This is an optimization exercise on Yosys and OpenROAD, whose aim is small area, not a production implementation.
Only simulation tests tie the RTL to the original design; equivalence was not proved.
No activity file was given, so power comes from the tool's default toggle rates.

==> design/flow/design.v <==
package axi_pkg;
    typedef enum logic [1:0] {
        OKAY   = 2'b00,
        SLVERR = 2'b10
    } axi_resp_e;
    typedef struct packed {
        logic [31:0] addr;
        logic [2:0]  size;
    } axi_addr_t;
    typedef struct packed {
        logic [31:0] data;
        logic [3:0]  strb;
    } axi_w_t;
    typedef struct packed {
        logic [31:0] data;
        axi_resp_e   resp;
    } axi_r_t;
    typedef struct packed {
        axi_resp_e resp;
    } axi_b_t;
endpackage
package lsu_pkg;
    typedef enum logic [2:0] {
        LB,
        LBU,
        LH,
        LHU,
        LW,
        SB,
        SH,
        SW
    } lsu_op_e;
    typedef struct packed {
        lsu_op_e     op;
        logic [31:0] addr;
        logic [31:0] wdata;
    } lsu_req_t;
    typedef enum logic [2:0] {
        IDLE,
        AR_WAIT,
        AR,
        R,
        W,
        B
    } lsu_state_e;
    localparam int ISSUE_GAP  = 3;
    localparam int RREADY_GAP = 2;
    localparam int MEM_WORDS = 256;
endpackage
`timescale 1ns/100ps
module gap_timer (
    input  logic       clk,
    input  logic       rst,
    input  logic       start,
    input  logic [2:0] load,
    output logic       expired
);
    logic [2:0] count;
    always_ff @(posedge clk) begin
        if (rst) begin
            count <= 3'd0;
        end else if (start) begin
            count <= load;
        end else if (count != 3'd0) begin
            count <= count - 3'd1;
        end
    end
    assign expired = (count == 3'd1);
endmodule
`timescale 1ns/100ps
module load_align
(
    input  logic             clk,
    input  lsu_pkg::lsu_op_e op,
    input  logic [1:0]       byte_off,
    input  logic [31:0]      word,
    output logic [31:0]      value
);
    logic [31:0] shifted;
    assign shifted = word >> {byte_off, 3'b000};
    always_comb begin
        case (op)
            lsu_pkg::LB:      value = {{24{shifted[7]}}, shifted[7:0]};
            lsu_pkg::LBU:     value = {24'h0, shifted[7:0]};
            lsu_pkg::LH:      value = {{16{shifted[15]}}, shifted[15:0]};
            lsu_pkg::LHU:     value = {16'h0, shifted[15:0]};
            lsu_pkg::LW:      value = shifted;
            default: value = 32'h0;
        endcase
    end
endmodule
`timescale 1ns/100ps
module store_align
(
    input  lsu_pkg::lsu_op_e op,
    input  logic [1:0]       addr_low,
    input  logic [31:0]      data,
    output axi_pkg::axi_w_t  w
);
    always_comb begin
        w = '0;
        case (op)
            lsu_pkg::SB: begin
                w.data = {4{data[7:0]}};
                w.strb = 4'b0001 << addr_low;
            end
            lsu_pkg::SH: begin
                w.data = {2{data[15:0]}};
                w.strb = 4'b0011 << addr_low;
            end
            lsu_pkg::SW: begin
                w.data = data;
                w.strb = 4'b1111;
            end
            default: begin
                w = '0;
            end
        endcase
    end
endmodule
`timescale 1ns/100ps
module axi_sram
(
    input  logic               clk,
    input  logic               rst,
    input  logic               arvalid,
    output logic               arready,
    input  axi_pkg::axi_addr_t ar,
    output logic               rvalid,
    input  logic               rready,
    output axi_pkg::axi_r_t    r,
    input  logic               awvalid,
    output logic               awready,
    input  axi_pkg::axi_addr_t aw,
    input  logic               wvalid,
    output logic               wready,
    input  axi_pkg::axi_w_t    w,
    output logic               bvalid,
    input  logic               bready,
    output axi_pkg::axi_b_t    b
);
    localparam int DEPTH = lsu_pkg::MEM_WORDS;
    logic [31:0] mem [0:DEPTH-1];
    axi_pkg::axi_addr_t   aw_q;
    axi_pkg::axi_w_t      w_q;
    logic        aw_got;
    logic        w_got;
    axi_pkg::axi_addr_t   aw_cur;
    axi_pkg::axi_w_t      w_cur;
    logic [29:0] rd_idx;
    logic [29:0] wr_idx;
    logic        wr_fire;
    logic        idle;
    assign idle    = !rvalid && !bvalid;
    assign arready = idle;
    assign awready = idle;
    assign wready  = idle;
    assign aw_cur  = aw_got ? aw_q : aw;
    assign w_cur   = w_got ? w_q : w;
    assign wr_fire = (aw_got || (awvalid && awready)) && (w_got || (wvalid && wready));
    assign rd_idx = ar.addr[31:2];
    assign wr_idx = aw_cur.addr[31:2];
    always_ff @(posedge clk) begin
        if (rst) begin
            rvalid <= 1'b0;
            bvalid <= 1'b0;
            aw_got <= 1'b0;
            w_got  <= 1'b0;
            for (int i = 0; i < DEPTH; i++) begin
                mem[i] <= 32'h0;
            end
        end else begin
            if (arvalid && arready) begin
                rvalid <= 1'b1;
                if (rd_idx < DEPTH) begin
                    r.data <= mem[rd_idx[$clog2(DEPTH)-1:0]];
                    r.resp <= axi_pkg::OKAY;
                end else begin
                    r.data <= 32'h0;
                    r.resp <= axi_pkg::SLVERR;
                end
            end else if (rvalid && rready) begin
                rvalid <= 1'b0;
            end
            if (wr_fire) begin
                aw_got <= 1'b0;
                w_got  <= 1'b0;
                bvalid <= 1'b1;
                if (wr_idx < DEPTH) begin
                    for (int j = 0; j < 4; j++) begin
                        if (w_cur.strb[j]) begin
                            mem[wr_idx[$clog2(DEPTH)-1:0]][8*j +: 8] <= w_cur.data[8*j +: 8];
                        end
                    end
                    b.resp <= axi_pkg::OKAY;
                end else begin
                    b.resp <= axi_pkg::SLVERR;
                end
            end else begin
                if (awvalid && awready) begin
                    aw_got <= 1'b1;
                    aw_q   <= aw;
                end
                if (wvalid && wready) begin
                    w_got <= 1'b1;
                    w_q   <= w;
                end
            end
            if (bvalid && bready) begin
                bvalid <= 1'b0;
            end
        end
    end
endmodule
`timescale 1ns/100ps
module lsu_ctrl
(
    input  logic               clk,
    input  logic               rst,
    input  logic               req,
    input  lsu_pkg::lsu_req_t  req_info,
    output logic               done,
    output logic               busy,
    output logic               err,
    output logic               timer_start,
    output logic [2:0]         timer_load,
    input  logic               timer_done,
    output logic               arvalid,
    input  logic               arready,
    output axi_pkg::axi_addr_t ar,
    input  logic               rvalid,
    output logic               rready,
    input  axi_pkg::axi_r_t    r,
    output logic               awvalid,
    input  logic               awready,
    output axi_pkg::axi_addr_t aw,
    output logic               wvalid,
    input  logic               wready,
    input  axi_pkg::axi_w_t    w,
    output axi_pkg::axi_w_t    w_out,
    input  logic               bvalid,
    output logic               bready,
    input  axi_pkg::axi_b_t    b,
    output logic [31:0]        rdata_raw,
    output lsu_pkg::lsu_op_e   op,
    output logic [1:0]         byte_off
);
    lsu_pkg::lsu_state_e  state;
    lsu_pkg::lsu_op_e     op_q;
    logic [31:0] addr_q;
    axi_pkg::axi_w_t      w_q;
    logic [31:0] rdata_q;
    logic        aw_done;
    logic        w_done;
    logic        rready_q;
    logic [2:0]  size;
    logic        aw_hs;
    logic        w_hs;
    logic        req_store;
    localparam logic [2:0] RREADY_LOAD = lsu_pkg::RREADY_GAP;
    localparam logic [2:0] ISSUE_LOAD  = lsu_pkg::ISSUE_GAP;
    assign req_store = (req_info.op == lsu_pkg::SB) || (req_info.op == lsu_pkg::SH) || (req_info.op == lsu_pkg::SW);
    always_comb begin
        case (op_q)
            lsu_pkg::LB, lsu_pkg::LBU, lsu_pkg::SB: size = 3'd0;
            lsu_pkg::LH, lsu_pkg::LHU, lsu_pkg::SH: size = 3'd1;
            default:     size = 3'd2;
        endcase
    end
    assign ar.addr = addr_q;
    assign ar.size = size;
    assign aw = ar;
    assign arvalid = (state == lsu_pkg::AR);
    assign awvalid = (state == lsu_pkg::W) && !aw_done;
    assign wvalid  = (state == lsu_pkg::W) && !w_done;
    assign bready  = (state == lsu_pkg::B);
    assign rready  = (state == lsu_pkg::R) && (rready_q || timer_done);
    assign busy    = (state != lsu_pkg::IDLE);
    assign aw_hs = awvalid && awready;
    assign w_hs  = wvalid && wready;
    assign timer_start = ((state == lsu_pkg::IDLE) && req && !req_store) || (arvalid && arready);
    assign timer_load  = (state == lsu_pkg::AR) ? RREADY_LOAD : ISSUE_LOAD;
    always_ff @(posedge clk) begin
        if (rst) begin
            state    <= lsu_pkg::IDLE;
            op_q     <= lsu_pkg::LB;
            aw_done  <= 1'b0;
            w_done   <= 1'b0;
            rready_q <= 1'b0;
            done     <= 1'b0;
            err      <= 1'b0;
        end else begin
            done <= 1'b0;
            case (state)
                lsu_pkg::IDLE: begin
                    if (req) begin
                        op_q  <= req_info.op;
                        state <= req_store ? lsu_pkg::W : lsu_pkg::AR_WAIT;
                    end
                end
                lsu_pkg::AR_WAIT: begin
                    if (timer_done) begin
                        state <= lsu_pkg::AR;
                    end
                end
                lsu_pkg::AR: begin
                    if (arready) begin
                        state <= lsu_pkg::R;
                    end
                end
                lsu_pkg::R: begin
                    if (rvalid && rready) begin
                        rready_q <= 1'b0;
                        done     <= 1'b1;
                        err      <= (r.resp == axi_pkg::SLVERR);
                        state    <= lsu_pkg::IDLE;
                    end else if (timer_done) begin
                        rready_q <= 1'b1;
                    end
                end
                lsu_pkg::W: begin
                    if (aw_hs) begin
                        aw_done <= 1'b1;
                    end
                    if (w_hs) begin
                        w_done <= 1'b1;
                    end
                    if ((aw_done || aw_hs) && (w_done || w_hs)) begin
                        aw_done <= 1'b0;
                        w_done  <= 1'b0;
                        state   <= lsu_pkg::B;
                    end
                end
                lsu_pkg::B: begin
                    if (bvalid) begin
                        done  <= 1'b1;
                        err   <= (b.resp == axi_pkg::SLVERR);
                        state <= lsu_pkg::IDLE;
                    end
                end
                default: begin
                    state <= lsu_pkg::IDLE;
                end
            endcase
        end
    end
    always_ff @(posedge clk) begin
        if ((state == lsu_pkg::IDLE) && req) begin
            addr_q <= req_info.addr;
            w_q    <= w;
        end
        if (rvalid && rready) begin
            rdata_q <= r.data;
        end
    end
    assign w_out     = w_q;
    assign rdata_raw = rdata_q;
    assign op        = op_q;
    assign byte_off  = addr_q[1:0];
endmodule
`timescale 1ns/100ps
module lsu_top
(
    input  logic              clk,
    input  logic              rst,
    input  logic              req,
    input  logic [2:0]        req_op,
    input  logic [31:0]       req_addr,
    input  logic [31:0]       req_wdata,
    output logic              done,
    output logic              busy,
    output logic              err,
    output logic [31:0]       rdata
);
    logic        timer_start;
    logic [2:0]  timer_load;
    logic        timer_done;
    logic        arvalid;
    logic        arready;
    axi_pkg::axi_addr_t   ar;
    logic        rvalid;
    logic        rready;
    axi_pkg::axi_r_t      r;
    logic        awvalid;
    logic        awready;
    axi_pkg::axi_addr_t   aw;
    logic        wvalid;
    logic        wready;
    axi_pkg::axi_w_t      w_aligned;
    axi_pkg::axi_w_t      w_bus;
    logic        bvalid;
    logic        bready;
    axi_pkg::axi_b_t      b;
    logic [31:0] rdata_raw;
    lsu_pkg::lsu_op_e     op;
    logic [1:0]  byte_off;
    lsu_pkg::lsu_req_t    req_info;
    assign req_info = {req_op, req_addr, req_wdata};
    lsu_ctrl i_lsu_ctrl (
        .clk, .rst, .req, .req_info, .done, .busy, .err,
        .timer_start, .timer_load, .timer_done,
        .arvalid, .arready, .ar, .rvalid, .rready, .r,
        .awvalid, .awready, .aw, .wvalid, .wready,
        .w(w_aligned), .w_out(w_bus),
        .bvalid, .bready, .b,
        .rdata_raw, .op, .byte_off
    );
    gap_timer i_gap_timer (
        .clk, .rst,
        .start(timer_start), .load(timer_load), .expired(timer_done)
    );
    load_align i_load_align (
        .clk, .op, .byte_off, .word(rdata_raw), .value(rdata)
    );
    store_align i_store_align (
        .op(req_info.op), .addr_low(req_info.addr[1:0]),
        .data(req_info.wdata), .w(w_aligned)
    );
    axi_sram i_axi_sram (
        .clk, .rst,
        .arvalid, .arready, .ar, .rvalid, .rready, .r,
        .awvalid, .awready, .aw, .wvalid, .wready, .w(w_bus),
        .bvalid, .bready, .b
    );
endmodule
==> design/flow/run.sh <==
#!/bin/bash
# synth_recipe.tcl (not shown) runs the flow's synth.tcl, then flattens the netlist and writes it again
# the make line also repeats each setting of config.mk as NAME=value (left out here)
make -C /OpenROAD-flow-scripts/flow DESIGN_CONFIG=/design/flow/config.mk WORK_HOME=/design/flow/orfs CLKGATE_MAP_FILE= SYNTH_SCRIPT=/design/flow/synth_recipe.tcl finish
==> design/flow/config.mk <==
export PLATFORM = sky130hd
export DESIGN_NAME = lsu_top
export DESIGN_NICKNAME = lsu_top
export VERILOG_FILES = /design/flow/design.v
export SDC_FILE = /design/flow/constraint.sdc
export NUM_CORES = 8
export LEC_CHECK = 0
export CAP_MARGIN = 20
export CORE_MARGIN = 2
export CORE_UTILIZATION = 30
export SLEW_MARGIN = 20
export SYNTH_MEMORY_MAX_BITS = 16384
==> design/flow/constraint.sdc <==
create_clock -name core_clock -period 6.0 [get_ports {clk}]
set_input_delay 1.2000 -clock core_clock [delete_from_list [all_inputs] [get_ports {clk}]]
set_output_delay 1.2000 -clock core_clock [all_outputs]
set_load 0.01 [all_outputs]
==> impl_results.md, run 1 <==
- Status: finished clean
- Final Setup Violations: 0
- Sequential area share after synthesis: 67.97%
- Area delta synth->final: 15.09%
- DP HPWL: 1267000 um
- Peak Freq: 0.1703 GHz
- Layout cells sized above 1: 19.25%
- PwrDens: 345.7 mW/mm2
- Final Cycle Share: 97.87%
- Core ar.: 1.234 mm2
- Clock-pin slew on the worst setup and hold paths: 0.06 ns
- Post-synth EDFFs: 8392
- Min-Delay Path Class: in2reg
- CTS tree: done
- CP top delay family: buffers and inverters
- Synthesized area: 0.3713 mm2
- Final net count: 27300
- Routability cong.: 1.059
- Routed length per instance: 40.27 um
- Max_cap viols: 0
- Root buf cell: clkbuf_16
- Net count after synthesis: 26780
- RSZ-0062 raised after global routing: no
- Post-cts repair resize count: 0
- Clock sinks: 8410
- Peak VDD IR: 0.3167 mV
- CP required: 6.91 ns
- Fin crit period: 5.872 ns
- DRT iter0 DRCs: between 50000 and 60000
- Hold-fix buffers, CTS: 0
- Most frequent cell on the critical path: buf_4
- Grt ovf: 0
- CTS Buf Count: 897
- Yosys reg bits: between 8000 and 9000
- Setup TNS: 0 ns
- Number of library cell types mapped by synthesis: 74
- DR vias/cell: 5.939
- Prevailing post-synth register cell: edfxtp_1
- Routed Wire Length: 1793000 um
- Critical Path Max Stage Delay: 0.93 ns
- Pwr Total: 0.1477 W
- Yosys top cell area share: 67.87%
- Max-slew violations: 0
- Die area: 1.247 mm2
- Final Util: 34.63%
- Leak: 138.9 nW
- Setup Fix Bufs, Post-CTS: 0
- Site Rows: roughly 400
- Total Routing Usage GR: 27.77%
- Max clock buf depth: 5
- CP arrival: 6.78 ns
- Worst Setup End Kind: flop
- Ys async rst share: 0%
- Buf/Inv on CP: 4
- Port bufs: 104
- Vias in the first global route: 241800
- Initial antenna violation count: 233
- Worst hold slack: 0.4082 ns
- Relative slew margins: 4.300%
- Slowest-stage cell, CP: edfxtp_1
- Number of routed nets with antenna violations: 0
- Largest net degree at the start of global routing: 183
- Setup Crit Path Kind: reg2reg
- Initial DRT Pass Iterations: 10
- Count leader, synth: nor2_1
- Starting Density: 30.09%
- CP max FO: 16
- Top cells by count, synth: nor2_1, edfxtp_1, mux4_2, clkbuf_1, mux2i_1
- Count of final hold-check violations: 0
- Worst setup SP type: flop
- Area leader, netlist: edfxtp_1
- # fillers: 118400
- Largest cells by area after synthesis: edfxtp_1, mux4_2, nor2_1
- H-tree depth: 6
- Gate Count Post-Synth: 26710
- Crit-path cells: inv_1, o32a_1, nor2_2, buf_4, nand2_1, buf_4, o21bai_1, buf_4
- DRC: 0
- Clock Latency Late Sink: around 1.2 ns
- Die width: 1116 um
- Global-route wire length before repair: 2305000 um
- YS warnings: 5
- Die H: 1116 um
- Via Count: 264400
- Worst-Margin Slew: 1.432 ns
- Clk_skew: roughly 0.11 ns
- IO Pins: 105
- Syn Area/Cell: 13.90 um2
-- cells in the final DEF (no fill, tap or decap), drive strengths merged, types with 45 or more instances in the layout --
| cell | n |
|---|---|
| a2111oi | 50 |
| a211oi | 52 |
| a21o | 79 |
| a21oi | 404 |
| a22oi | 125 |
| buf | 2125 |
| bufinv | 56 |
| clkbuf | 1121 |
| clkdlybuf4s50 | 97 |
| clkinv | 377 |
| diode | 208 |
| edfxtp | 8392 |
| mux2 | 244 |
| mux2i | 1079 |
| mux4 | 1512 |
| nand2 | 997 |
| nand3 | 87 |
| nand4 | 63 |
| nor2 | 8425 |
| nor2b | 45 |
| nor3 | 143 |
| nor4 | 68 |
| o21ai | 315 |
| o21bai | 952 |
| o221ai | 352 |
| o22ai | 422 |
| o31ai | 46 |
-- power breakdown --
part           internal, W  switching, W
Sequential          0.0665      0.000720
Combinational      0.00728        0.0194
Clock               0.0299        0.0239
-- worst register-to-register path, cell delays in order (launching register included) --
cell and delay (ns):
edfxtp_1 0.93, inv_1 0.52, o32a_1 0.60, nor2_2 0.72
buf_4 0.50, nand2_1 0.63, buf_4 0.45, o21bai_1 0.89
buf_4 0.34
-- routing by layer --
layer | wire length (um) | vias to the layer above | track usage (%)
li1 | - | 99550 | -
met1 | 581600 | 135200 | 32.20
met2 | 719000 | 24130 | 37.93
met3 | 289700 | 5391 | 12.86
met4 | 199400 | 155 | 25.04
met5 | 3208 | - | 1.860
-- registers in the layout, indices dropped and copies added, names as in the netlist --
register	count
i_axi_sram.aw_got	1
i_axi_sram.aw_q	30
i_lsu_ctrl.rdata_q	32
i_lsu_ctrl.err	1
i_lsu_ctrl.rready_q	1
i_axi_sram.w_got	1
i_lsu_ctrl.w_q	36
i_axi_sram.bvalid	1
i_axi_sram.w_q	36
i_lsu_ctrl.w_done	1
i_lsu_ctrl.addr_q	32
i_lsu_ctrl.done	1
i_gap_timer.count	3
i_axi_sram.rvalid	1
i_axi_sram.b	1
i_lsu_ctrl.op_q	3
i_axi_sram.mem	8192
i_lsu_ctrl.aw_done	1
i_lsu_ctrl.state	3
i_axi_sram.r	33
-- kinds of logic after synthesis --
| logic type | Yosys count | share of synthesized area, % |
|---|---|---|
| XOR/XNOR | 1 | 0.002359 |
| flip-flops | 8410 | 67.97 |
| buffers and inverters | 2625 | 3.417 |
| multiplexers | 2835 | 12.82 |
| AO/OA/AOI/OAI | 2897 | 5.417 |
| adder cells (fa/ha/maj) | 3 | 0.01011 |
| AND/OR/NAND/NOR | 9939 | 10.36 |
-- area by class of cell --
type	count	area (um2)	share of cell area [%]
Antenna cell	208	520.5	0.1218
Clock buffer	1121	23500	5.499
Clock inverter	469	3765	0.8811
Inverter	19	71.32	0.01669
Multi-Input combinational cell	15680	107600	25.19
Sequential cell	8410	252400	59.06
Tap cell	16400	20520	4.802
Timing Repair Buffer	2223	18940	4.433
-- path summary, 6_finish.rpt --
check	startpoint	endpoint	slack, ns	cells past startpoint
worst min register to register	i_lsu_ctrl.addr_q[30]	i_axi_sram.aw_q[33]	0.45	0
worst max-delay path	i_lsu_ctrl.addr_q[8]	i_axi_sram.mem[85][27]	0.13	8
worst min-delay path	rst	i_lsu_ctrl.err	0.41	2
worst max register to register	i_lsu_ctrl.addr_q[8]	i_axi_sram.mem[85][27]	0.13	8
-- metrics by stage --
stage          setup slack [ns]  cell area [um2]  std cells
3_3_place_gp             0.3915           398400      42680
4_1_cts                  0.3376           426500      44300
2_1_floorplan             1.032           371300      26710
6_report                 0.1279           427300      44530
3_5_place_dp             0.5332           399200      42710
5_1_grt                 0.05550           427000      44380
==> run 2: changes to the inputs <==
==> design/flow/design.v (replaced) <==
package axi_pkg;
    typedef enum logic [1:0] {
        OKAY   = 2'b00,
        SLVERR = 2'b10
    } axi_resp_e;
    typedef struct packed {
        logic [31:0] addr;
        logic [2:0]  size;
    } axi_addr_t;
    typedef struct packed {
        logic [31:0] data;
        logic [3:0]  strb;
    } axi_w_t;
    typedef struct packed {
        logic [31:0] data;
        axi_resp_e   resp;
    } axi_r_t;
    typedef struct packed {
        axi_resp_e resp;
    } axi_b_t;
endpackage
package lsu_pkg;
    typedef enum logic [2:0] {
        LB,
        LBU,
        LH,
        LHU,
        LW,
        SB,
        SH,
        SW
    } lsu_op_e;
    typedef struct packed {
        lsu_op_e     op;
        logic [31:0] addr;
        logic [31:0] wdata;
    } lsu_req_t;
    typedef enum logic [2:0] {
        IDLE,
        AR_WAIT,
        AR,
        R,
        W,
        B
    } lsu_state_e;
    localparam int ISSUE_GAP  = 3;
    localparam int RREADY_GAP = 2;
    localparam int MEM_WORDS = 256;
endpackage
`timescale 1ns/100ps
module lsu_top
(
    input  logic              clk,
    input  logic              rst,
    input  logic              req,
    input  logic [2:0]        req_op,
    input  logic [31:0]       req_addr,
    input  logic [31:0]       req_wdata,
    output logic              done,
    output logic              busy,
    output logic              err,
    output logic [31:0]       rdata
);
    localparam int RINGS = 4;
    localparam int SLOTS = 64;
    logic [RINGS-1:0][31:0] tail;
    logic [5:0]  pos;
    logic        sweep;
    logic [2:0]  op_q;
    logic [1:0]  off_q;
    logic [1:0]  ring_q;
    logic [5:0]  slot_q;
    logic [31:0] data_q;
    logic        take;
    logic        oor;
    logic [2:0]  op_c;
    logic [1:0]  off_c;
    logic [1:0]  ring_c;
    logic [5:0]  slot_c;
    logic [31:0] wsrc;
    logic        store_c;
    logic        hit;
    logic        serve;
    logic        wr;
    logic [3:0]  lane_en;
    logic [31:0] wlane;
    logic [31:0] rword;
    assign take    = req && !busy;
    assign oor     = |req_addr[31:10];
    assign op_c    = busy ? op_q   : req_op;
    assign off_c   = busy ? off_q  : req_addr[1:0];
    assign ring_c  = busy ? ring_q : req_addr[9:8];
    assign slot_c  = busy ? slot_q : req_addr[7:2];
    assign wsrc    = busy ? data_q : req_wdata;
    assign store_c = op_c[2] && (op_c[1] || op_c[0]);
    assign hit     = (slot_c == pos);
    assign serve   = busy ? hit : (take && !oor && hit);
    assign wr      = serve && store_c;
    always_comb begin
        case (op_c[1:0])
            2'd1:    lane_en = 4'b0001 << off_c;
            2'd2:    lane_en = off_c[1] ? 4'b1100 : 4'b0011;
            default: lane_en = 4'b1111;
        endcase
    end
    assign wlane[7:0]   = wsrc[7:0];
    assign wlane[15:8]  = (op_c[1:0] == 2'd1) ? wsrc[7:0] : wsrc[15:8];
    assign wlane[23:16] = (op_c[1:0] == 2'd3) ? wsrc[23:16] : wsrc[7:0];
    assign wlane[31:24] = (op_c[1:0] == 2'd3) ? wsrc[31:24] :
                          (op_c[1:0] == 2'd2) ? wsrc[15:8] : wsrc[7:0];
    for (genvar r = 0; r < RINGS; r++) begin : g_ring
        logic [SLOTS*32-1:0] words;
        logic [31:0] head;
        assign tail[r] = words[SLOTS*32-1 -: 32];
        for (genvar l = 0; l < 4; l++) begin : g_lane
            assign head[8*l +: 8] =
                (wr && ring_c == r && lane_en[l]) ? wlane[8*l +: 8] :
                (sweep ? 8'h0 : tail[r][8*l +: 8]);
        end
        always_ff @(posedge clk) begin
            words <= {words[SLOTS*32-33:0], head};
        end
    end
    assign rword = (sweep || (!busy && oor)) ? 32'h0 : tail[ring_c];
    always_ff @(posedge clk) begin
        if (rst) begin
            pos   <= 6'd0;
            sweep <= 1'b1;
            busy  <= 1'b0;
            done  <= 1'b0;
        end else begin
            pos <= pos + 6'd1;
            if (pos == 6'd63) begin
                sweep <= 1'b0;
            end
            done <= serve || (take && oor);
            busy <= busy ? !hit : (take && !oor && !hit);
        end
    end
    always_ff @(posedge clk) begin
        if (!busy) begin
            op_q   <= req_op;
            off_q  <= req_addr[1:0];
            ring_q <= req_addr[9:8];
            slot_q <= req_addr[7:2];
            err    <= oor;
        end
        if (!busy && req_op[2] && (req_op[1] || req_op[0])) begin
            data_q <= req_wdata;
        end else if (!(busy && store_c)) begin
            data_q <= rword;
        end
    end
    logic [31:0] shifted;
    assign shifted = data_q >> {off_q, 3'b000};
    always_comb begin
        case (op_q)
            3'd0:    rdata = {{24{shifted[7]}}, shifted[7:0]};
            3'd1:    rdata = {24'h0, shifted[7:0]};
            3'd2:    rdata = {{16{shifted[15]}}, shifted[15:0]};
            3'd3:    rdata = {16'h0, shifted[15:0]};
            default: rdata = shifted;
        endcase
    end
endmodule
--- a/design/flow/config.mk
+++ b/design/flow/config.mk
@@ -7,6 +7,6 @@
 export LEC_CHECK = 0
 export CAP_MARGIN = 20
 export CORE_MARGIN = 2
-export CORE_UTILIZATION = 30
+export CORE_UTILIZATION = 60
+export PLACE_DENSITY = 0.7
 export SLEW_MARGIN = 20
-export SYNTH_MEMORY_MAX_BITS = 16384
==> run 2 against run 1 <==
- still clean
- die area fell by 77%
- via count fell by 78%
- clock power fell by 17%
- design area fell by 53%
- synthesized cell count fell by 67%
- power fell by 33%
- wire length fell by 87%
- global-route usage fell by 12 points
- non-clock buffer count fell by 2098
- critical endpoint is now rdata[20]
==> impl_results.md, run 2 <==
- Status: finished clean
- WHS Path Cells: 0
- Setup Crit Path Kind: reg2out
- Final Util: ~70%
- Die area: a little under 0.3 mm2
- Critical Path Max Stage Delay: 0.81 ns
- Slowest-stage cell, CP: a2111o_1
- Peak Freq: 0.1846 GHz
- Synthesized area: 0.1711 mm2
- Prevailing post-synth register cell: dfxtp_1
- Routed Wire Length: 231100 um
- Area delta synth->final: 16.98%
- Initial DRT Pass Iterations: 4
- Final Cycle Share: 90.27%
- Largest register FFs: ~8200
- Setup Fix Bufs, Post-CTS: 0
- Most frequent cell on the critical path: buf_4
- DRT iter0 DRCs: 2418
- Buf/Inv on CP: 3
- Via Count: between 50000 and 60000
- Clk_skew: 0.06187 ns
- Syn Area/Cell: around 19 um2
- H-tree depth: 6
- Die H: 538.0 um
- Layout cells sized above 1: 11.73%
- Ys async rst share: 0%
- Post-synth EDFFs: 33
- YS warnings: 1
- Yosys reg bits: 8247
- Count leader, synth: dfxtp_1
- Routed length per instance: 16.51 um
- Die width: approximately 540 um
- Crit-path cells: buf_4, nor2b_1, buf_4, a21oi_1, a2111o_1, o21ai_0, clkdlybuf4s50_1
- Worst setup SP type: flop
- IO Pins: 105
- Root buf cell: clkbuf_16
- Core ar.: 0.2845 mm2
- Max-slew violations: 0
- Worst r2r dst: g_ring[2].words[1]
- Setup slack, reg-to-reg: 2.46 ns
- RSZ-0062 raised after global routing: no
- Total Routing Usage GR: 16.11%
- Worst hold slack: 0.2829 ns
- Port bufs: 104
- Relative slew margins: 24.44%
- Routability cong.: 0.8237
- CP max FO: 23
- Worst setup endpoint: rdata[20]
- DRC: 0
- Max clock buf depth: 4
- FF+latch area: 0.1654 mm2
- Largest net degree at the start of global routing: 130
- Crit. path cell count: 7
- Met1 usage: 21.66%
- Starting Density: 60.14%
- Launch point of the worst reg-to-reg path: busy
- CP arrival: 4.22 ns
- Busiest layer in global routing: met2
- Pwr Total: 0.09964 W
- Final net count: 9733
- Net count after synthesis: around 9000
- Worst Setup SP: off_q[1]
- Multi-input gate area: 0.005366 mm2
- Hold-fix buffers, CTS: 0
- Peak VDD IR: roughly 0.32 mV
- DP HPWL: 116600 um
- Most flops, register: g_ring.words
- Largest cells by area after synthesis: dfxtp_1, mux2i_1, edfxtp_1
- Clock Latency Late Sink: 1.00 ns
- Clock sinks: between 8000 and 9000
- Site Rows: 196
- Yosys top cell area share: a little over nine tenths
- Fin crit period: 5.416 ns
- Min-Delay Path Class: reg2reg
- Setup TNS: 0 ns
- Count of final hold-check violations: 0
- Max_cap viols: 0
- Leak: just over 80 nW
- Grt met2 use: roughly 25%
- DR vias/cell: 4.212
- Global-route wire length before repair: 358100 um
- Number of library cell types mapped by synthesis: between 50 and 60
- Number of routed nets with antenna violations: 0
- Clock-pin slew on the worst setup and hold paths: 0.07 ns
- Final Setup Violations: 0
- # fillers: 16850
- Initial antenna violation count: 38
- Top cells by count, synth: dfxtp_1, mux2i_1, nand2b_1, edfxtp_1
- Vias in the first global route: 63030
- CTS tree: done
- Post-cts repair resize count: 0
- Sequential area share after synthesis: 96.70%
- Worst Setup End Kind: output pin
- PwrDens: 497.9 mW/mm2
- Grt ovf: 0
- Gate Count Post-Synth: 8889
- Most frequent cells in the layout: dfxtp_1, clkbuf_16, mux2i_1
- Top Registers: g_ring.words x8192, data_q x32
- CP required: 4.80 ns
- Worst-Margin Slew: 1.133 ns
- Area leader, netlist: dfxtp_1
- Commonest non-fill, non-tap cell in the layout: dfxtp_1
- CP top delay family: compound AO/OA/AOI/OAI gates
- M3 GR Usage: 2.821%
- FF-to-FF path depth: 6
- CTS Buf Count: 690
run 2: changes by cell type in the layout (fill, tap and decap cells not counted), moves of 421 or more:
cell / previous run / this run
mux2i_1: 1076 / 187
o22ai_1: 421 / 0
edfxtp_1: 8392 / 33
nand2_1: 851 / 28
dfxtp_1: 17 / 8211
mux4_2: 1511 / 32
nor2_1: 8369 / 23
buf_4: 1954 / 20
o21bai_1: 939 / 1
run 2: cell type report:
type | instances | area share [%]
diodes | 20 | 0.02501
clock buffers | 1014 | 10.07
clock inverters | 233 | 1.582
inverters | 9 | 0.01688
multi-input cells | 585 | 2.682
flip-flops and latches | 8247 | 82.67
well taps | 3762 | 2.352
repair buffers | 125 | 0.6008
run 2: how the worst min path moves through the flow:
| stage | start | endpoint | slack, ns |
|---|---|---|---|
| detailed placement | g_ring[0].words[1266] | g_ring[0].words[1298] | 0.31 |
| finish | g_ring[0].words[1228] | g_ring[0].words[1260] | 0.28 |
| global route | g_ring[0].words[1228] | g_ring[0].words[1260] | 0.28 |
| CTS | g_ring[0].words[1228] | g_ring[0].words[1260] | 0.28 |
| global placement | g_ring[2].words[1168] | g_ring[2].words[1200] | 0.31 |
| floorplan | g_ring[0].words[968] | g_ring[0].words[1000] | 0.31 |
run 2: metal layers:
metal  wire (um)  vias to the layer above
met4        9940                        0
met2      105500                      879
met1      108200                    28050
met3        7478                      538
met5           0                        -
li1            -                    29480
run 2: worst reg2reg max path, cell delays in order, from the launching register on:
cell and delay, ns:
dfxtp_4 0.61, mux2i_1 0.37, ha_1 0.80, nand3_1 0.26, a211oi_4 0.64, nand4_4 0.42, mux2i_1 0.26
run 2: kinds of logic after synthesis:
family          Yosys count  synth area share (%)
simple gates            229                0.9025
compound gates           96                0.4220
xor+xnor                 10               0.06656
mux                     245                 1.704
flops                  8247                 96.70
buf+inv                  57                0.1682
fa+ha+maj                 5               0.03657
run 2: stage by stage:
step	std cells	worst slack [ns]	area, um2
final	14000	0.5836	200100
after global routing	13990	0.4333	200100
after CTS	13980	0.4026	200100
after detailed placement	12730	1.301	176700
after global placement	12730	1.331	176700
after floorplan	8889	2.058	171100
run 2: power breakdown:
group / switching, W / internal, W / total, W
logic: 0.000179 / 0.000137 / 0.000316
registers: 0.0000243 / 0.0548 / 0.0548
clock network: 0.0192 / 0.0253 / 0.0445
total: 0.0194 / 0.0802 / 0.0996
==> run 3: changes to the inputs <==
==> design/flow/design.v (replaced) <==
package axi_pkg;
    typedef enum logic [1:0] {
        OKAY   = 2'b00,
        SLVERR = 2'b10
    } axi_resp_e;
    typedef struct packed {
        logic [31:0] addr;
        logic [2:0]  size;
    } axi_addr_t;
    typedef struct packed {
        logic [31:0] data;
        logic [3:0]  strb;
    } axi_w_t;
    typedef struct packed {
        logic [31:0] data;
        axi_resp_e   resp;
    } axi_r_t;
    typedef struct packed {
        axi_resp_e resp;
    } axi_b_t;
endpackage
package lsu_pkg;
    typedef enum logic [2:0] {
        LB,
        LBU,
        LH,
        LHU,
        LW,
        SB,
        SH,
        SW
    } lsu_op_e;
    typedef struct packed {
        lsu_op_e     op;
        logic [31:0] addr;
        logic [31:0] wdata;
    } lsu_req_t;
    typedef enum logic [2:0] {
        IDLE,
        AR_WAIT,
        AR,
        R,
        W,
        B
    } lsu_state_e;
    localparam int ISSUE_GAP  = 3;
    localparam int RREADY_GAP = 2;
    localparam int MEM_WORDS = 256;
endpackage
`timescale 1ns/100ps
module lsu_top
(
    input  logic              clk,
    input  logic              rst,
    input  logic              req,
    input  logic [2:0]        req_op,
    input  logic [31:0]       req_addr,
    input  logic [31:0]       req_wdata,
    output logic              done,
    output logic              busy,
    output logic              err,
    output logic [31:0]       rdata
);
    localparam int RINGS = 4;
    localparam int SLOTS = 64;
    logic [RINGS-1:0][31:0] tail;
    logic [5:0]  cnt;
    logic        sweep;
    logic [2:0]  op_q;
    logic [1:0]  off_q;
    logic [1:0]  ring_q;
    logic [5:0]  slot_q;
    logic [31:0] data_q;
    logic        take;
    logic        oor;
    logic [5:0]  slot_c;
    logic        hit;
    logic        store_q;
    logic        wr;
    logic [3:0]  lane_en;
    logic [31:0] wlane;
    assign take   = req && !busy;
    assign oor    = |req_addr[31:10];
    assign slot_c = busy ? slot_q : req_addr[7:2];
    assign hit    = (slot_c == cnt);
    assign store_q = op_q[2] && (op_q[1] || op_q[0]);
    assign wr      = done && store_q && !err;
    always_comb begin
        case (op_q[1:0])
            2'd1:    lane_en = 4'b0001 << off_q;
            2'd2:    lane_en = off_q[1] ? 4'b1100 : 4'b0011;
            default: lane_en = 4'b1111;
        endcase
    end
    assign wlane[7:0]   = data_q[7:0];
    assign wlane[15:8]  = (op_q[1:0] == 2'd1) ? data_q[7:0] : data_q[15:8];
    assign wlane[23:16] = (op_q[1:0] == 2'd3) ? data_q[23:16] : data_q[7:0];
    assign wlane[31:24] = (op_q[1:0] == 2'd3) ? data_q[31:24] :
                          (op_q[1:0] == 2'd2) ? data_q[15:8] : data_q[7:0];
    for (genvar r = 0; r < RINGS; r++) begin : g_ring
        logic [SLOTS*32-1:0] words;
        logic [31:0] head;
        assign tail[r] = words[SLOTS*32-1 -: 32];
        for (genvar l = 0; l < 4; l++) begin : g_lane
            assign head[8*l +: 8] =
                (wr && ring_q == r && lane_en[l]) ? wlane[8*l +: 8] :
                (sweep ? 8'h0 : tail[r][8*l +: 8]);
        end
        always_ff @(posedge clk) begin
            words <= {words[SLOTS*32-33:0], head};
        end
    end
    always_ff @(posedge clk) begin
        if (rst) begin
            cnt   <= 6'd1;
            sweep <= 1'b1;
            busy  <= 1'b0;
            done  <= 1'b0;
        end else begin
            cnt <= cnt + 6'd1;
            if (cnt == 6'd0) begin
                sweep <= 1'b0;
            end
            done <= (take && oor) || ((take || busy) && hit);
            busy <= busy ? !hit : (take && !oor && !hit);
        end
    end
    always_ff @(posedge clk) begin
        if (!busy) begin
            op_q   <= req_op;
            off_q  <= req_addr[1:0];
            ring_q <= req_addr[9:8];
            slot_q <= req_addr[7:2];
            data_q <= req_wdata;
            err    <= oor;
        end
    end
    logic [31:0] word;
    logic [31:0] shifted;
    assign word    = (sweep || err) ? 32'h0 : tail[ring_q];
    assign shifted = word >> {off_q, 3'b000};
    always_comb begin
        case (op_q)
            3'd0:    rdata = {{24{shifted[7]}}, shifted[7:0]};
            3'd1:    rdata = {24'h0, shifted[7:0]};
            3'd2:    rdata = {{16{shifted[15]}}, shifted[15:0]};
            3'd3:    rdata = {16'h0, shifted[15:0]};
            default: rdata = shifted;
        endcase
    end
endmodule
==> run 3 against run 2 <==
- hold slack got worse by 0.0076 ns
- die area fell by 0.58%
- area after synthesis fell by 0.59%
- first-iteration DRC count rose by 9.6%
- critical path depth fell by 1
- largest power group unchanged
- synthesized cell count fell by 0.60%
- via count rose by 0.75%
==> impl_results.md, run 3 <==
- DRC: 0
- Prevailing post-synth register cell: dfxtp_1
- PwrDens: 503.8 mW/mm2
- Area leader, netlist: dfxtp_1
- Max-slew violations: 0
- Clock-pin slew on the worst setup and hold paths: ~0.090 ns
- Setup slack, reg-to-reg: about 2.8 ns
- Fin cells: ~14000
- Clock Latency Late Sink: 1.02 ns
- Launch point of the worst reg-to-reg path: off_q[0]
- Clk_skew: 0.05872 ns
- Site Rows: roughly 200
- Worst r2r dst: g_ring[2].words[20]
- Die area: 0.2877 mm2
- Setup Fix Bufs, Post-CTS: 0
- Area delta synth->final: 17.07%
- Net count after synthesis: about 9000
- Final Cycle Share: 88.26%
- Total Routing Usage GR: a little under a fifth
- Worst hold slack: 0.2753 ns
- Routed length per instance: 19.40 um
- DR top layer: met4
- Leak: 79.75 nW
- Largest cells by area after synthesis: dfxtp_1, edfxtp_1, mux2i_1
- Via Count: a little under 60000
- Gate Count Post-Synth: 8836
- DRT iter0 DRCs: 2651
- IO Pins: approximately 110
- Routed Wire Length: about 270000 um
- Top Registers: g_ring.words x8192, data_q x32
- Number of library cell types mapped by synthesis: 55
- Yosys top cell area share: approximately 97%
- CP max FO: 17
- CP required: 4.80 ns
- Routability cong.: between 0.8 and 0.9
- Clock sinks: 8247
- Fin crit period: between 5 and 6 ns
- Yosys reg bits: 8247
- Starting Density: 60.30%
- Final net count: 9669
- Initial DRT Pass Iterations: 5
- YS warnings: 1
- H-tree depth: 6
- Relative slew margins: between 30% and 40%
- Root buf cell: clkbuf_16
- Sequential area share after synthesis: 97.31%
- Worst-Margin Slew: 0.9738 ns
- Top cells by count, synth: dfxtp_1, mux2i_1, o21ai_0, nand3b_1
- Peak VDD IR: 0.4550 mV
- Post-Synth Adder-Cell Area: 0.04414%
- Ys async rst share: 0%
- Cell area after placement: 0.1757 mm2
- Met2 routed wirelength: 134400 um
- DP HPWL: 130300 um
- Worst setup endpoint: rdata[11]
- Mux contribution to synthesized area: roughly 1.0%
- Setup TNS: 0 ns
- Die width: between 500 and 600 um
- Worst Setup SP: off_q[0]
- Final Setup Violations: 0
- Worst Setup End Kind: output pin
- Synthesized area: 0.1701 mm2
- Pre-CTS setup slack: 1.800 ns
- Number of routed nets with antenna violations: 0
- Met3 wire len: 7728 um
- DR vias/cell: 4.275
- Die H: ~540 um
- Cells after DPL: 12640
- CTS tree: done
- Port bufs: about 100
- Syn Area/Cell: between 15 and 20 um2
- Post-synthesis xor/xnor area fraction: 0.05150%
- Status: finished clean
- Hold-fix buffers, CTS: 0
- CTS Buf Count: 691
- Most flops, register: g_ring.words
- Min-Delay Path Class: reg2reg
- Layout cells sized above 1: between 10% and 20%
- Vias in the first global route: 66470
- Largest register FFs: 8192
- Area fraction in compound gates after synthesis: less than 1%
- Count leader, synth: dfxtp_1
- Post-cts repair resize count: 0
- Met1 WL: 120000 um
- Global-route wire length before repair: 407900 um
- Worst setup SP type: flop
- Count of final hold-check violations: 0
- Max_cap viols: 0
- Largest family of logic cells by synthesized area: multiplexers
- Largest net degree at the start of global routing: 74
- Grt ovf: 0
- FF-to-FF path depth: 5
- Layout Cell Area excl Fill: 0.1991 mm2
- CP arrival: 4.10 ns
- Setup ws final: 0.7042 ns
- Initial antenna violation count: 24
- RSZ-0062 raised after global routing: no
- Max clock buf depth: 4
- Setup Crit Path Kind: reg2out
- Core ar.: 0.2820 mm2
- Post-synthesis simple-gate area fraction: 0.8644%
- Commonest non-fill, non-tap cell in the layout: dfxtp_1
- Most frequent cells in the layout: dfxtp_1, clkbuf_16, clkbuf_8
- Post-synth EDFFs: 40
- Peak Freq: 0.1888 GHz
==> run 3: cell types whose count changed after synthesis, sizes merged, moves of 8 or more <==
| cell | delta |
|---|---|
| a21bo | +8 |
| a22o | -25 |
| and3 | +8 |
| buf | +8 |
| mux2 | +13 |
| mux2i | -116 |
| nand2b | -95 |
| nand3b | +61 |
| nand4 | -14 |
| nor2b | +30 |
| o21ai | +56 |
==> run 3: final cells by class <==
| cell class | count | area [um2] |
|---|---|---|
| antenna | 11 | 27.53 |
| clock buffer | 1043 | 20500 |
| clock inverter | 196 | 2903 |
| fill | 15920 | 82950 |
| inverter | 12 | 46.29 |
| multi-input combinational | 523 | 4278 |
| sequential | 8247 | 165500 |
| tap | 3743 | 4683 |
| timing repair buffer | 118 | 1159 |
==> run 3: power by group <==
part	leakage (nW)	internal (W)	switching [W]
registers	66.5	0.0548	0.0000390
clock network	11.5	0.0256	0.0197
logic	1.81	0.000104	0.000138
total	79.8	0.0805	0.0198
==> run 3: kinds of logic after synthesis <==
group	after synthesis
DFF	8247
and+or+nand+nor	233
muxes	138
AOI/OAI and AO/OA	136
buffers and inverters	66
xor gates and xnor gates	10
adders and majority gates	6
==> run 3: per-stage QoR <==
stage	total power, W	util (%)
after CTS	0.1014	70.58
after global placement	0.05632	62.28
after global routing	0.1033	70.58
final	0.1003	70.59
after floorplan	0.05617	-
after detailed placement	0.05632	62.28
==> run 3: worst min-delay path by stage <==
| stage | from | to | slack, ns | depth (start not counted) |
|---|---|---|---|---|
| 3_3_place_gp | g_ring[2].words[1365] | g_ring[2].words[1397] | 0.31 | 0 |
| 3_5_place_dp | g_ring[0].words[1037] | g_ring[0].words[1069] | 0.31 | 0 |
| 6_report | g_ring[0].words[1264] | g_ring[0].words[1296] | 0.28 | 0 |
| 5_1_grt | g_ring[0].words[1147] | g_ring[0].words[1179] | 0.28 | 0 |
| 4_1_cts | g_ring[0].words[1264] | g_ring[0].words[1296] | 0.28 | 0 |
| 2_1_floorplan | g_ring[0].words[968] | g_ring[0].words[1000] | 0.31 | 0 |
==> run 3: critical path, cell delays in order, from the launching register on <==
cell,delay (ns)
edfxtp_1,0.86
inv_2,0.40
nor2_1,0.50
a22o_1,0.23
a21oi_1,0.05
o21ai_0,0.42
clkdlybuf4s50_1,0.63
==> run 3: metal layers <==
layer	vias up	track usage (%)
li1	29230	-
met1	28790	24.55
met2	870	32.61
met3	497	3.065
met4	0	6.362
met5	-	0
==> run 4: changes to the inputs <==
--- a/design/flow/config.mk
+++ b/design/flow/config.mk
@@ -8,5 +8,8 @@
 export CAP_MARGIN = 20
 export CORE_MARGIN = 2
 export CORE_UTILIZATION = 60
+export CTS_BUF_LIST = sky130_fd_sc_hd__clkbuf_16
+export CTS_CLUSTER_DIAMETER = 70
+export CTS_CLUSTER_SIZE = 28
 export PLACE_DENSITY = 0.7
 export SLEW_MARGIN = 20
==> run 4 against run 3 <==
- still clean on timing, DRC and antenna
- power is 19% lower
- register-to-register slack barely moved
- design area fell by 7.0%
- sequential power about the same
- die area unchanged
- critical path type unchanged
- largest cell class unchanged
- highest routed layer unchanged
==> impl_results.md, run 4 <==
- Total Routing Usage GR: around 15%
- Gate Count Post-Synth: 8836
- DR vias/cell: 4.221
- Switching pwr: ~0.015 W
- Die width: between 500 and 600 um
- Clk_skew: 0.04895 ns
- Layout cells sized above 1: under 10%
- Die H: 536.4 um
- Final Cycle Share: between 80% and 90%
- Site Rows: 195
- DRC: 0
- Synthesized area: about 0.17 mm2
- Min-Delay Path Class: reg2reg
- Status: finished clean
- Global-route wire length before repair: 333600 um
- Ys async rst share: 0%
- Max_cap viols: 0
- Worst Setup SP: off_q[0]
- Sequential share of power: 67.6%
- CP arrival: between 3 and 4 ns
- Clock sinks: around 8200
- Leak: 72.95 nW
- Routability cong.: approximately 0.83
- CTS tree: done
- Commonest non-fill, non-tap cell in the layout: dfxtp_1
- CP required: ~4.8 ns
- Setup Fix Bufs, Post-CTS: 0
- Routed length per instance: 16.98 um
- CP max FO: 17
- DP HPWL: 130300 um
- Routed Wire Length: 221900 um
- Root buf cell: clkbuf_16
- Largest register FFs: 8192
- Max-slew violations: 0
- Via Count: 55160
- Critical Path Max Stage Delay: 0.86 ns
- Post-cts repair resize count: 0
- Most frequent cells in the layout: dfxtp_1, clkbuf_16, clkdlybuf4s50_1
- Hold path startpoint: g_ring[1].words[1335]
- Vias in the first global route: 56650
- Largest net degree at the start of global routing: 74
- Largest cells by area after synthesis: dfxtp_1, edfxtp_1, mux2i_1
- Worst setup SP type: flop
- Slowest-stage cell, CP: edfxtp_1
- Clock-pin slew on the worst setup and hold paths: 0.10 ns
- Worst-Margin Slew: 1.007 ns
- Starting Density: 60.30%
- Worst Setup End Kind: output pin
- Launch point of the worst reg-to-reg path: off_q[0]
- Peak Freq: between 0.15 and 0.2 GHz
- Yosys reg bits: 8247
- Initial antenna violation count: 19
- Clock Latency Late Sink: 0.92 ns
- Sequential area share after synthesis: 97.31%
- CTS Buf Count: 344
- RSZ-0062 raised after global routing: no
- PwrDens: 437.7 mW/mm2
- Net count after synthesis: between 8000 and 9000
- Top Registers: g_ring.words x8192, data_q x32
- Number of routed nets with antenna violations: 0
- Setup TNS: 0 ns
- Pwr Total: 0.08105 W
- YS warnings: 1
- Die area: roughly 0.29 mm2
- Final net count: between 9000 and 10000
- Final Setup Violations: 0
- Hold-fix buffers, CTS: 0
- DRT iter0 DRCs: roughly 2500
- Switching share of power: 19.12%
- Count leader, synth: dfxtp_1
- IO Pins: 105
- Syn Area/Cell: 19.25 um2
- Count of final hold-check violations: 0
- Yosys top cell area share: 96.60%
- Port bufs: 104
- Number of library cell types mapped by synthesis: 55
- Crit-path cells: inv_2, nor2_1, a22o_1, a21oi_1, o21ai_0, clkdlybuf4s50_1
- Core ar.: between 0.2 and 0.3 mm2
- Internal: ~0.066 W
- Most flops, register: g_ring.words
- Area delta synth->final: 8.880%
- Fin crit period: a little over 5 ns
- Max clock buf depth: 4
- Post-synth EDFFs: 40
- Setup Crit Path Kind: reg2out
- Initial DRT Pass Iterations: 4
- Grt ovf: 0
- Top cells by count, synth: dfxtp_1, mux2i_1, o21ai_0, nand3b_1
- Relative slew margins: 32.56%
- H-tree depth: 5
- Clk pwr share: 32.1%
- Prevailing post-synth register cell: dfxtp_1
- Area leader, netlist: dfxtp_1
- # fillers: 18340
- Peak VDD IR: about 0.36 mV
- Logic pwr share: less than 1%
==> run 4: cell counts after synthesis <==
No cell type changed its count.
==> run 4: final timing paths <==
kind | end | slack (ns) | cells past startpoint
worst max-delay path | rdata[9] | 0.81 | 6
worst min-delay path | g_ring[1].words[1367] | 0.29 | 0
worst max register to register | g_ring[2].words[16] | 2.84 | 5
worst min register to register | g_ring[1].words[1367] | 0.29 | 0
==> run 4: metal layers <==
metal,wire length [um],vias up,GRT usage [%]
met3,6901,354,2.317
met1,109900,26220,22.09
li1,-,28050,-
met2,99010,536,24.29
met5,0,-,0
met4,6118,0,4.841
==> run 4: area by class of cell <==
type | count | area [um2] | area share, %
inverters | 12 | 46.29 | 0.02500
multi-input cells | 523 | 4278 | 2.310
clock inverters | 57 | 774.5 | 0.4183
well taps | 3743 | 4683 | 2.529
clock buffers | 347 | 8683 | 4.689
repair buffers | 118 | 1159 | 0.6257
flip-flops and latches | 8247 | 165500 | 89.38
diodes | 20 | 50.05 | 0.02703
==> run 4: kinds of logic (layout without fill, tap and decap cells) <==
family | after synthesis | in the layout | share of synthesized area, %
buffers and inverters | 66 | 534 | 0.1876
AO/OA/AOI/OAI | 136 | 136 | 0.4937
other | 0 | 20 | 0
AND/OR/NAND/NOR | 233 | 233 | 0.8644
adder cells (fa/ha/maj) | 6 | 6 | 0.04414
XOR/XNOR | 10 | 10 | 0.05150
flip-flops | 8247 | 8247 | 97.31
multiplexers | 138 | 138 | 1.048
==> run 4: metrics by stage <==
stage                     cells  area, um2  hold slack (ns)  utilization (%)  worst slack, ns
after floorplan            8836     170100           0.3096                -            2.883
after global placement    12640     175700           0.3095            62.28            1.687
after detailed placement  12640     175700           0.3121            62.28            1.800
after CTS                 13050     185100           0.2942            65.64           0.7597
after global routing      13050     185100           0.2922            65.64           0.6472
final                     13070     185200           0.2875            65.65           0.8089
==> run 4: critical path: cells and delay by family, from the launching register on <==
family                 cells  cell delay, ns
buffers and inverters      2            1.03
DFF                        1            0.86
AOI/OAI and AO/OA          3            0.69
and+or+nand+nor            1            0.49
==> run 4: power by group through the flow <==
| stage | Sequential [W] | Combinational [W] | Clock (W) |
|---|---|---|---|
| 6_report | 0.0548 | 0.000243 | 0.0260 |
| 5_1_grt | 0.0548 | 0.000259 | 0.0287 |
| 4_1_cts | 0.0548 | 0.000250 | 0.0268 |
| 3_5_place_dp | 0.0561 | 0.000248 | 0 |
| 3_3_place_gp | 0.0561 | 0.000249 | 0 |
| 2_1_floorplan | 0.0560 | 0.000127 | 0 |
==> run 5: changes to the inputs <==
==> design/flow/flow/run.sh (new file) <==
#!/bin/bash
# Standard ORFS layout with two changes:
#  - the clock tree is built from clkbuf_8 leaf buffers driving clusters of
#    at most 20 flip-flops within 50 um, without dummy loads, which meets the
#    flip-flop clock-pin slew limit with far fewer buffers than the default;
#  - input and output ports are buffered with buf_1 cells.
set -e
{
  echo "== standard.sh"; cat standard.sh
  echo "== config.mk"; cat config.mk
} > flow_inputs.log
export BUFFER_PORTS_ARGS="-buffer_cell sky130_fd_sc_hd__buf_1"
export CTS_ARGS="-sink_clustering_enable -repair_clock_nets -buf_list sky130_fd_sc_hd__clkbuf_8 -sink_clustering_size 20 -sink_clustering_max_diameter 50 -dont_use_dummy_load"
bash standard.sh > standard.log 2>&1
==> design/flow/standard.sh (new file) <==
#!/bin/bash
# synth_recipe.tcl (not shown) runs the flow's synth.tcl, then flattens the netlist and writes it again
# the make line also repeats each setting of config.mk as NAME=value (left out here)
make -C /OpenROAD-flow-scripts/flow DESIGN_CONFIG=/design/flow/config.mk WORK_HOME=/design/flow/orfs CLKGATE_MAP_FILE= SYNTH_SCRIPT=/design/flow/synth_recipe.tcl "${@:-finish}"
--- a/design/flow/config.mk
+++ b/design/flow/config.mk
@@ -8,8 +8,5 @@
 export CAP_MARGIN = 20
 export CORE_MARGIN = 2
 export CORE_UTILIZATION = 60
-export CTS_BUF_LIST = sky130_fd_sc_hd__clkbuf_16
-export CTS_CLUSTER_DIAMETER = 70
-export CTS_CLUSTER_SIZE = 28
 export PLACE_DENSITY = 0.7
 export SLEW_MARGIN = 20
removed: design/flow/run.sh
==> run 5 against run 4 <==
- still clean on timing, DRC and antenna
- fmax fell by 1.0%
- synthesized cell count unchanged
- design area fell by 1.6%
- critical path depth up 1
- core utilization decreased by 1.0 points
- clock skew increased by 0.075 ns
- setup slack worse by 0.054 ns
- power is 4.7% lower
- sequential power barely moved
- clock power down 15%
- global-route usage decreased by 0.45 points
- first-iteration DRC count shrank 6.1%
- critical path type unchanged
- critical endpoint is now rdata[15]
- highest routed layer is now met5
==> impl_results.md, run 5 <==
- Status: finished clean
- Fin crit period: 5.245 ns
- Hold-fix buffers, CTS: 0
- Number of routed nets with antenna violations: 0
- Fin cells: ~13000
- Layout Cell Area excl Fill: 0.1822 mm2
- Sequential area share after synthesis: 97.31%
- Commonest non-fill, non-tap cell in the layout: dfxtp_1
- Clock-pin slew on the worst setup and hold paths: 0.11 ns
- Relative slew margins: 37.16%
- Gate Count Post-Synth: roughly 9000
- Vias in the first global route: about 57000
- Clock sinks: 8247
- Worst-Margin Slew: 0.9399 ns
- Cells after DPL: 12650
- Starting Density: 60.30%
- Site Rows: 195
- Peak VDD IR: 0.3406 mV
- Post-cts repair resize count: 0
- CTS Buf Count: 520
- Clock Latency Late Sink: ~1.1 ns
- Routed Wire Length: 214800 um
- Count of final hold-check violations: 0
- Launch point of the worst reg-to-reg path: op_q[1]
- Count leader, synth: dfxtp_1
- CP arrival: 4.05 ns
- Ys async rst share: 0%
- Final Setup Violations: 0
- Setup Crit Path Kind: reg2out
- Worst setup SP type: flop
- Number of library cell types mapped by synthesis: between 50 and 60
- Setup Fix Bufs, Post-CTS: 0
- Net count after synthesis: just under 9000
- Grt ovf: 0
- DRT iter0 DRCs: 2340
- DR vias/cell: 4.204
- H-tree depth: 6
- Most flops, register: g_ring.words
- Clk_skew: 0.1237 ns
- Total Routing Usage GR: between 10% and 20%
- Worst Setup SP: ring_q[0]
- Routed length per instance: 16.28 um
- Die area: 0.2877 mm2
- Yosys reg bits: 8247
- Largest net degree at the start of global routing: 65
- Core ar.: 0.2820 mm2
- Post-synth EDFFs: 40
- Min-Delay Path Class: in2reg
- Max_cap viols: 0
- Worst Setup End Kind: output pin
- RSZ-0062 raised after global routing: no
- Initial antenna violation count: 27
- YS warnings: 1
- Leak: just over 70 nW
- Routability cong.: 0.8194
- Final net count: 9500
- Yosys top cell area share: a little over nine tenths
- DP HPWL: 131600 um
- Worst hold slack: 0.2414 ns
- Syn Area/Cell: 19.25 um2
- Port bufs: 104
- Peak Freq: ~0.19 GHz
- CTS tree: done
- Initial DRT Pass Iterations: 5
- CP max FO: 37
- DRC: 0
- Cell area after placement: 0.1750 mm2
- Final Cycle Share: 87.42%
- Most frequent cells in the layout: dfxtp_1, clkbuf_8, buf_1
- Final Util: 64.61%
- Area delta synth->final: 7.153%
- Setup TNS: 0 ns
- PwrDens: 424.0 mW/mm2
- Largest register FFs: 8192
- Root buf cell: clkbuf_8
- Global-route wire length before repair: ~320000 um
- Die width: 536.4 um
- Hold path startpoint: req_wdata[4]
- Top Registers: g_ring.words x8192, data_q x32
- CP required: ~4.8 ns
- Die H: 536.4 um
- Max-slew violations: 0
- Largest cells by area after synthesis: dfxtp_1, edfxtp_1, mux2i_1
- Top cells by count, synth: dfxtp_1, mux2i_1, o21ai_0, nand3b_1
- Layout cells sized above 1: 6.697%
- Max clock buf depth: 4
- Via Count: 55450
- Prevailing post-synth register cell: dfxtp_1
- Synthesized area: approximately 0.17 mm2
- IO Pins: approximately 110
- Area leader, netlist: dfxtp_1
## run 5: power breakdown
group	total [W]	internal, W	switching [W]
combinational	0.000206	0.0000746	0.000131
clock	0.0222	0.00783	0.0144
sequential	0.0548	0.0548	0.0000452
total	0.0773	0.0627	0.0146
## run 5: layout make-up
cell class              instances  area (um2)
inverters                      12       45.04
clock buffers                 520        7157
repair buffers                120       523.0
flip-flops and latches       8247      165500
well taps                    3743        4683
multi-input cells             523        4272
fillers                     18860       99810
diodes                         23       57.56
## run 5: per-layer routing
| metal | track usage (%) | part of all wire (%) | wire length [um] |
|---|---|---|---|
| met3 | 2.620 | 4.2 | 8921 |
| met1 | 21.51 | 49 | 106000 |
| met4 | 5.977 | 3.6 | 7795 |
| met2 | 22.66 | 43 | 92070 |
| met5 | 0 | 0.0051 | 11 |
## run 5: critical path, stage by stage (launching register included)
cell,delay (ns)
edfxtp_1,0.87
buf_12,0.35
nor2b_1,0.45
nand2_1,0.13
nand4_1,0.15
nor2b_1,0.41
o21ai_0,0.34
buf_1,0.21
## run 5: cells by family after synthesis
family	Yosys count	synth area share, %
buffers and inverters	66	0.1876
DFF	8247	97.31
AOI/OAI and AO/OA	136	0.4937
adders and majority gates	6	0.04414
muxes	138	1.048
and+or+nand+nor	233	0.8644
xor gates and xnor gates	10	0.05150
## run 5: final timing paths
check / endpoint / slack [ns] / cells after the start
worst max-delay path: rdata[15] / 0.75 / 7
worst min register to register: g_ring[3].words[2043] / 0.25 / 0
worst max register to register: g_ring[1].words[15] / 2.86 / 7
worst min-delay path: data_q[4] / 0.24 / 1
## run 5: through the flow
step / setup WS (ns) / total power, W
2_1_floorplan: 2.883 / 0.05617
3_3_place_gp: 1.661 / 0.05630
3_5_place_dp: 1.804 / 0.05630
4_1_cts: 0.4387 / 0.07826
5_1_grt: 0.3775 / 0.08019
6_report: 0.7546 / 0.07727

## separate check: timing with driven ports
In the flow no input, the clock included, has a driving cell. The finished layouts below were timed again as built, in two steps. Step 1 (the two cells are an assumption about what drives the block):
set clk [get_ports {clk}]
set_driving_cell -lib_cell sky130_fd_sc_hd__clkbuf_16 $clk
set_driving_cell -lib_cell sky130_fd_sc_hd__buf_2 [delete_from_list [all_inputs] $clk]
Step 2 moves the port delays by t, midway between the first and last clock arrival at a register: inputs arrive t later, outputs are due t later. That takes back most of the time a late clock gives input paths. a / b / c = ideal ports / drivers / drivers and shift; a / b = the first two.
| run | t (ns) | slack for setup (ns) | worst register clock-pin slew, ns | worst data-port slew with drivers (ns) |
|---|---|---|---|---|
| run 1 | 1.335 | 0.128 / 0.128 / 0.128 | 0.07 / 0.07 | 0.10 |
| run 2 | 1.068 | 0.584 / 0.490 / 1.515 | 0.07 / 0.07 | 0.35 |
| run 3 | 1.091 | 0.704 / 0.609 / 1.699 | 0.10 / 0.10 | 0.09 |
| run 4 | 0.999 | 0.809 / 0.718 / 1.717 | 0.10 / 0.10 | 0.11 |
| run 5 | 1.146 | 0.755 / 0.668 / 1.814 | 0.11 / 0.11 | 0.09 |
After both steps setup and hold are still met in every run listed.
